What follows belongs to an exercise in optimizing a design on an open flow for small area; a production flow would make more cautious choices.
In this exercise RTL edits were held to simulation tests only and were not proved equivalent to the original.
Power and IR drop assume default switching activity.

==> flow/design.v <==
module exec_mem_display #(
    parameter int SCAN_BITS = 17
) (
    input  logic        clk,
    input  logic        rst,
    input  logic [31:0] alu_x,
    input  logic [31:0] alu_y,
    input  logic [3:0]  alu_op,
    output logic [31:0] alu_r,
    output logic [31:0] alu_r2,
    output logic        alu_of,
    output logic        alu_cf,
    output logic        alu_eq,
    input  logic [5:0]  ram_addr,
    input  logic [5:0]  ram_addr_display,
    input  logic [31:0] ram_din,
    input  logic        ram_we,
    input  logic [1:0]  ram_mode,
    input  logic [1:0]  ram_byte,
    output logic [31:0] ram_dout,
    output logic [31:0] ram_display,
    input  logic [2:0]  display,
    input  logic [31:0] total_cycles,
    input  logic [31:0] condi_num,
    input  logic [31:0] uncondi_num,
    input  logic [31:0] condi_suc_num,
    input  logic [31:0] syscall_out,
    input  logic [31:0] show_pc,
    output logic [7:0]  an,
    output logic [7:0]  seg
);
    logic        w_sub;
    logic [31:0] w_yb;
    logic [31:0] w_p;
    logic [33:0] w_acc;
    logic [31:0] w_s;
    logic        w_co;
    logic        w_ovf;
    logic        w_lt_u;
    logic        w_lt_s;
    assign w_sub  = (alu_op != 4'd5);
    assign w_yb   = alu_y ^ {32{w_sub}};
    assign w_p    = alu_x ^ w_yb;
    assign w_acc  = {1'b0, alu_x, 1'b1} + {1'b0, w_yb, w_sub};
    assign w_s    = w_acc[32:1];
    assign w_co   = w_acc[33];
    assign w_ovf  = (alu_x[31] == w_yb[31]) && (w_s[31] != alu_x[31]);
    assign w_lt_u = ~w_co;
    assign w_lt_s = w_s[31] ^ w_ovf;
    assign alu_eq = w_sub ? (&w_p) : ~(|w_p);
    logic        w_left;
    logic        w_fill;
    logic [31:0] w_st [6];
    logic [31:0] w_sh;
    logic        w_right;
    assign w_left  = (alu_op[1:0] == 2'd0);
    assign w_right = ~w_left;
    assign w_fill = (alu_op[1:0] == 2'd1) & alu_x[31];
    for (genvar i = 0; i < 32; i++) begin : g_shin
        emd_ao22 u_m (.a1(alu_x[i]), .a2(w_right), .b1(alu_x[31-i]), .b2(w_left), .y(w_st[0][i]));
    end
    for (genvar k = 0; k < 5; k++) begin : g_shst
        logic w_fk;
        assign w_fk = (k % 2 == 0) ? w_fill : ~w_fill;
        for (genvar i = 0; i < 32; i++) begin : g_b
            if (i + (1 << k) < 32) begin : g_m
                emd_mux2i u_m (.a0(w_st[k][i]), .a1(w_st[k][i+(1<<k)]), .s(alu_y[k]), .y(w_st[k+1][i]));
            end else begin : g_f
                emd_mux2i u_m (.a0(w_st[k][i]), .a1(w_fk), .s(alu_y[k]), .y(w_st[k+1][i]));
            end
        end
    end
    for (genvar i = 0; i < 32; i++) begin : g_shout
        emd_mux2i u_m (.a0(w_st[5][i]), .a1(w_st[5][31-i]), .s(w_left), .y(w_sh[i]));
    end
    logic [3:0] w_tt;
    logic       w_en_sh;
    logic       w_en_add;
    logic       w_slt;
    always_comb begin
        case (alu_op)
            4'd7:    w_tt = 4'b1000;
            4'd8:    w_tt = 4'b1110;
            4'd9:    w_tt = 4'b0110;
            4'd10:   w_tt = 4'b0001;
            default: w_tt = 4'b0000;
        endcase
    end
    assign w_en_sh  = (alu_op <= 4'd2);
    assign w_en_add = (alu_op == 4'd5) | (alu_op == 4'd6);
    assign w_slt    = ((alu_op == 4'd11) & w_lt_s) | ((alu_op == 4'd12) & w_lt_u);
    for (genvar i = 0; i < 32; i++) begin : g_res
        logic w_lg;
        emd_lut2 u_l (.t(w_tt), .x(alu_x[i]), .y(alu_y[i]), .o(w_lg));
        if (i == 0) begin : g_0
            assign alu_r[i] = (w_en_sh & w_sh[i]) | (w_en_add & w_s[i]) | w_lg | w_slt;
        end else begin : g_n
            assign alu_r[i] = (w_en_sh & w_sh[i]) | (w_en_add & w_s[i]) | w_lg;
        end
    end
    assign alu_r2 = 32'd0;
    assign alu_cf = ((alu_op == 4'd5) & w_co) | ((alu_op == 4'd6) & ~w_co);
    assign alu_of = w_en_add & w_ovf;
    logic [31:0] r_mem [64];
    logic [31:0] w_next [64];
    logic [31:0] w_wdata;
    logic [31:0] w_bus;
    logic [63:0] w_sel_a;
    logic [63:0] w_sel_d;
    logic [63:0] w_wen;
    logic [63:0] w_keep;
    logic [31:0] w_rd_a;
    logic [31:0] w_rd_d;
    logic        w_ph;
    always_comb begin
        for (int i = 0; i < 64; i++) begin
            w_sel_a[i] = (ram_addr == i[5:0]);
            w_sel_d[i] = (ram_addr_display == i[5:0]);
            w_wen[i]   = rst | (ram_we & w_sel_a[i]);
            w_keep[i]  = ~w_wen[i];
        end
    end
    for (genvar i = 0; i < 64; i++) begin : g_word
        for (genvar b = 0; b < 32; b++) begin : g_bit
            emd_hold u_hold (
                .we(w_wen[i]), .keep(w_keep[i]), .wd(w_bus[b]), .q(r_mem[i][b]), .d(w_next[i][b])
            );
        end
    end
    always_ff @(posedge clk) begin
        for (int i = 0; i < 64; i++) r_mem[i] <= w_next[i];
    end
    assign ram_dout    = w_rd_a ^ {32{w_ph}};
    assign ram_display = w_rd_d ^ {32{w_ph}};
    for (genvar b = 0; b < 32; b++) begin : g_col
        logic [63:0] w_col;
        logic [21:0] w_pa;
        logic [21:0] w_pd;
        for (genvar i = 0; i < 64; i++) begin : g_bit
            assign w_col[i] = r_mem[i][b];
        end
        for (genvar k = 0; k < 21; k++) begin : g_aoi
            emd_aoi222 u_a (.d(w_col[3*k+2:3*k]), .s(w_sel_a[3*k+2:3*k]), .y(w_pa[k]));
            emd_aoi222 u_d (.d(w_col[3*k+2:3*k]), .s(w_sel_d[3*k+2:3*k]), .y(w_pd[k]));
        end
        assign w_pa[21] = ~(w_col[63] & w_sel_a[63]);
        assign w_pd[21] = ~(w_col[63] & w_sel_d[63]);
        emd_nand #(.N(22)) u_na (.a(w_pa), .y(w_rd_a[b]));
        emd_nand #(.N(22)) u_nd (.a(w_pd), .y(w_rd_d[b]));
    end
    always_comb begin
        w_wdata = ram_dout;
        case (ram_mode)
            2'b00: begin
                case (ram_byte)
                    2'd0: w_wdata[7:0]   = ram_din[7:0];
                    2'd1: w_wdata[15:8]  = ram_din[7:0];
                    2'd2: w_wdata[23:16] = ram_din[7:0];
                    default: w_wdata[31:24] = ram_din[7:0];
                endcase
            end
            2'b01: begin
                if (ram_byte[1]) w_wdata[31:16] = ram_din[15:0];
                else             w_wdata[15:0]  = ram_din[15:0];
            end
            default: w_wdata = ram_din;
        endcase
    end
    assign w_bus = rst ? 32'hFFFF_FFFF : (w_wdata ^ {32{w_ph}});
    logic [SCAN_BITS+2:0] r_scan;
    always_ff @(posedge clk) begin
        if (rst) r_scan <= '0;
        else     r_scan <= r_scan + 1'b1;
    end
    logic [2:0]  w_digit;
    logic [3:0]  w_nib;
    logic [31:0] w_src [8];
    logic [55:0] w_dsel;
    assign w_digit = r_scan[SCAN_BITS+2:SCAN_BITS];
    assign w_ph    = r_scan[0];
    assign an      = ~(8'b1 << w_digit);
    assign w_src[0] = ram_display;
    assign w_src[1] = total_cycles;
    assign w_src[2] = condi_num;
    assign w_src[3] = uncondi_num;
    assign w_src[4] = condi_suc_num;
    assign w_src[5] = syscall_out;
    assign w_src[6] = show_pc;
    assign w_src[7] = 32'd0;
    always_comb begin
        for (int v = 0; v < 7; v++)
            for (int d = 0; d < 8; d++)
                w_dsel[8*v+d] = (display == v[2:0]) & (w_digit == d[2:0]);
    end
    for (genvar j = 0; j < 4; j++) begin : g_nib
        logic [55:0] w_in;
        logic [18:0] w_pn;
        for (genvar v = 0; v < 7; v++) begin : g_v
            for (genvar d = 0; d < 8; d++) begin : g_d
                assign w_in[8*v+d] = w_src[v][4*d+j];
            end
        end
        for (genvar k = 0; k < 18; k++) begin : g_aoi
            emd_aoi222 u_a (.d(w_in[3*k+2:3*k]), .s(w_dsel[3*k+2:3*k]), .y(w_pn[k]));
        end
        assign w_pn[18] = ~((w_in[54] & w_dsel[54]) | (w_in[55] & w_dsel[55]));
        emd_nand #(.N(19)) u_n (.a(w_pn), .y(w_nib[j]));
    end
    always_comb begin
        seg = 8'hC0;
        case (w_nib)
            4'h0: seg = 8'hC0;
            4'h1: seg = 8'hF9;
            4'h2: seg = 8'hA4;
            4'h3: seg = 8'hB0;
            4'h4: seg = 8'h99;
            4'h5: seg = 8'h92;
            4'h6: seg = 8'h82;
            4'h7: seg = 8'hF8;
            4'h8: seg = 8'h80;
            4'h9: seg = 8'h90;
            4'hA: seg = 8'h88;
            4'hB: seg = 8'h83;
            4'hC: seg = 8'hC6;
            4'hD: seg = 8'hA1;
            4'hE: seg = 8'h86;
            default: seg = 8'h8E;
        endcase
    end
endmodule
module emd_hold (
    input  logic we,
    input  logic keep,
    input  logic wd,
    input  logic q,
    output logic d
);
    assign d = ~((we & wd) | (keep & q));
endmodule
module emd_aoi222 (
    input  logic [2:0] d,
    input  logic [2:0] s,
    output logic       y
);
    assign y = ~|(d & s);
endmodule
module emd_nand #(
    parameter int N = 22
) (
    input  logic [N-1:0] a,
    output logic         y
);
    assign y = ~&a;
endmodule
module emd_ao22 (
    input  logic a1,
    input  logic a2,
    input  logic b1,
    input  logic b2,
    output logic y
);
    assign y = (a1 & a2) | (b1 & b2);
endmodule
module emd_mux2i (
    input  logic a0,
    input  logic a1,
    input  logic s,
    output logic y
);
    assign y = ~(s ? a1 : a0);
endmodule
module emd_lut2 (
    input  logic [3:0] t,
    input  logic       x,
    input  logic       y,
    output logic       o
);
    assign o = t[{x, y}];
endmodule
Settings: LEC_CHECK=0, CAP_MARGIN=20, CELL_PAD_IN_SITES_DETAIL_PLACEMENT=0, CELL_PAD_IN_SITES_GLOBAL_PLACEMENT=0, CORE_MARGIN=2, CORE_UTILIZATION=40, PLACE_DENSITY=0.58, SETUP_SLACK_MARGIN=0.4, SLEW_MARGIN=30, SYNTH_HIERARCHICAL=1; clock period 12.0 ns.
standard.sh (not shown) runs the stock make flow with config.mk's settings and CLKGATE_MAP_FILE= SYNTH_SCRIPT=/design/flow/synth_recipe.tcl, a recipe that flattens the netlist after the stock synthesis.
==> flow/flow/run.sh <==
#!/bin/bash
# The standard ORFS layout with three changes:
#  - after the standard synthesis, every a22oi_2 in the netlist (the memory
#    hold gates, which ABC maps at drive 2 because each is alone in its
#    module) is set back to drive strength 1; placement repair resizes any
#    that need more drive;
#  - the port-buffering step uses the smallest buffer (buf_1) for every input
#    and output port instead of the cell buffer_ports would pick by itself;
#  - clock tree synthesis uses clkbuf_16 with sink clusters of up to 28 flops within 65 um and no dummy
#    loads (the period leaves ample room for the resulting skew).
# Make/tool output goes to standard_synth.log and standard_finish.log here;
# ORFS keeps each step's own log under orfs/logs/.
set -euo pipefail
R=orfs/results/sky130hd/exec_mem_display/base
ARGS=(
  BUFFER_PORTS_ARGS="-buffer_cell sky130_fd_sc_hd__buf_1"
  CTS_ARGS="-sink_clustering_enable -repair_clock_nets -sink_clustering_size 28 -sink_clustering_max_diameter 65 -buf_list sky130_fd_sc_hd__clkbuf_16 -dont_use_dummy_load"
)
bash standard.sh "${ARGS[@]}" synth > standard_synth.log 2>&1
sed -i -E 's/^(\s*)sky130_fd_sc_hd__a22oi_2(\s)/\1sky130_fd_sc_hd__a22oi_1\2/' "$R/1_2_yosys.v"
grep -c "sky130_fd_sc_hd__a22oi_1 " "$R/1_2_yosys.v" > downsized_count.txt || true
bash standard.sh "${ARGS[@]}" finish > standard_finish.log 2>&1
Edit:
--- a/flow/flow/run.sh
+++ b/flow/flow/run.sh
@@ -7,5 +7,5 @@
 #  - the port-buffering step uses the smallest buffer (buf_1) for every input
 #    and output port instead of the cell buffer_ports would pick by itself;
-#  - clock tree synthesis uses clkbuf_16 with sink clusters of up to 28 flops within 65 um and no dummy
+#  - clock tree synthesis gets large sink clusters of clkbuf_16 and no dummy
 #    loads (the period leaves ample room for the resulting skew).
 # Make/tool output goes to standard_synth.log and standard_finish.log here;
@@ -15,5 +15,5 @@
 ARGS=(
   BUFFER_PORTS_ARGS="-buffer_cell sky130_fd_sc_hd__buf_1"
-  CTS_ARGS="-sink_clustering_enable -repair_clock_nets -sink_clustering_size 28 -sink_clustering_max_diameter 65 -buf_list sky130_fd_sc_hd__clkbuf_16 -dont_use_dummy_load"
+  CTS_ARGS="-sink_clustering_enable -repair_clock_nets -sink_clustering_size 25 -sink_clustering_max_diameter 60 -buf_list sky130_fd_sc_hd__clkbuf_16 -dont_use_dummy_load"
 )
 bash standard.sh "${ARGS[@]}" synth > standard_synth.log 2>&1
==> flow/config.mk (replaced) <==
export PLATFORM = sky130hd
export DESIGN_NAME = exec_mem_display
export DESIGN_NICKNAME = exec_mem_display
export VERILOG_FILES = /design/flow/design.v
export SDC_FILE = /design/flow/constraint.sdc
export NUM_CORES = 4
export LEC_CHECK = 0
export CAP_MARGIN = 5
export CELL_PAD_IN_SITES_DETAIL_PLACEMENT = 0
export CELL_PAD_IN_SITES_GLOBAL_PLACEMENT = 1
export CORE_MARGIN = 2
export CORE_UTILIZATION = 35
export PLACE_DENSITY = 0.5
export SETUP_SLACK_MARGIN = 0.3
export SLEW_MARGIN = 5
export SYNTH_HIERARCHICAL = 1
Clock-buffer cell count is higher by 50.
Cell count is higher by 4.2%.
Combinational power is higher by about 5%.
Setup slack gets better by 81 ps.
Wire length is higher by 13%.
Hold slack gets worse by 3.6 ps.
Cell area is higher by 1.9%.
Die area is higher by 14%.
Area after synthesis does not change.
Non-clock buffer count is higher by 46.

-- separate check: timing with driven ports --
No port has a modelled driver above. Below, the same layouts with a new extraction and two added sets of constraints. Step 1 assumes that a clkbuf_16 drives the clock port and a buf_2 every other input. Step 2 times the ports against the registers' clock, not the clock port: input delays grow and output delays shrink by t, the midpoint of the rising clock arrivals with the driver on. Slacks: no drivers / after step 1 / after step 2; pairs: no drivers / after step 1.
run	t, ns	setup slack, ns	latest minus earliest clock arrival (ns)
the first run	0.900	0.328 / 0.240 / 0.240	0.153 / 0.153
the second run	0.924	0.408 / 0.239 / 0.239	0.121 / 0.121
After both steps setup and hold are still met in every run listed. The setup slack of the second run, which loses most, moves by -0.169 ns with the drivers and by -0.169 ns with both steps.
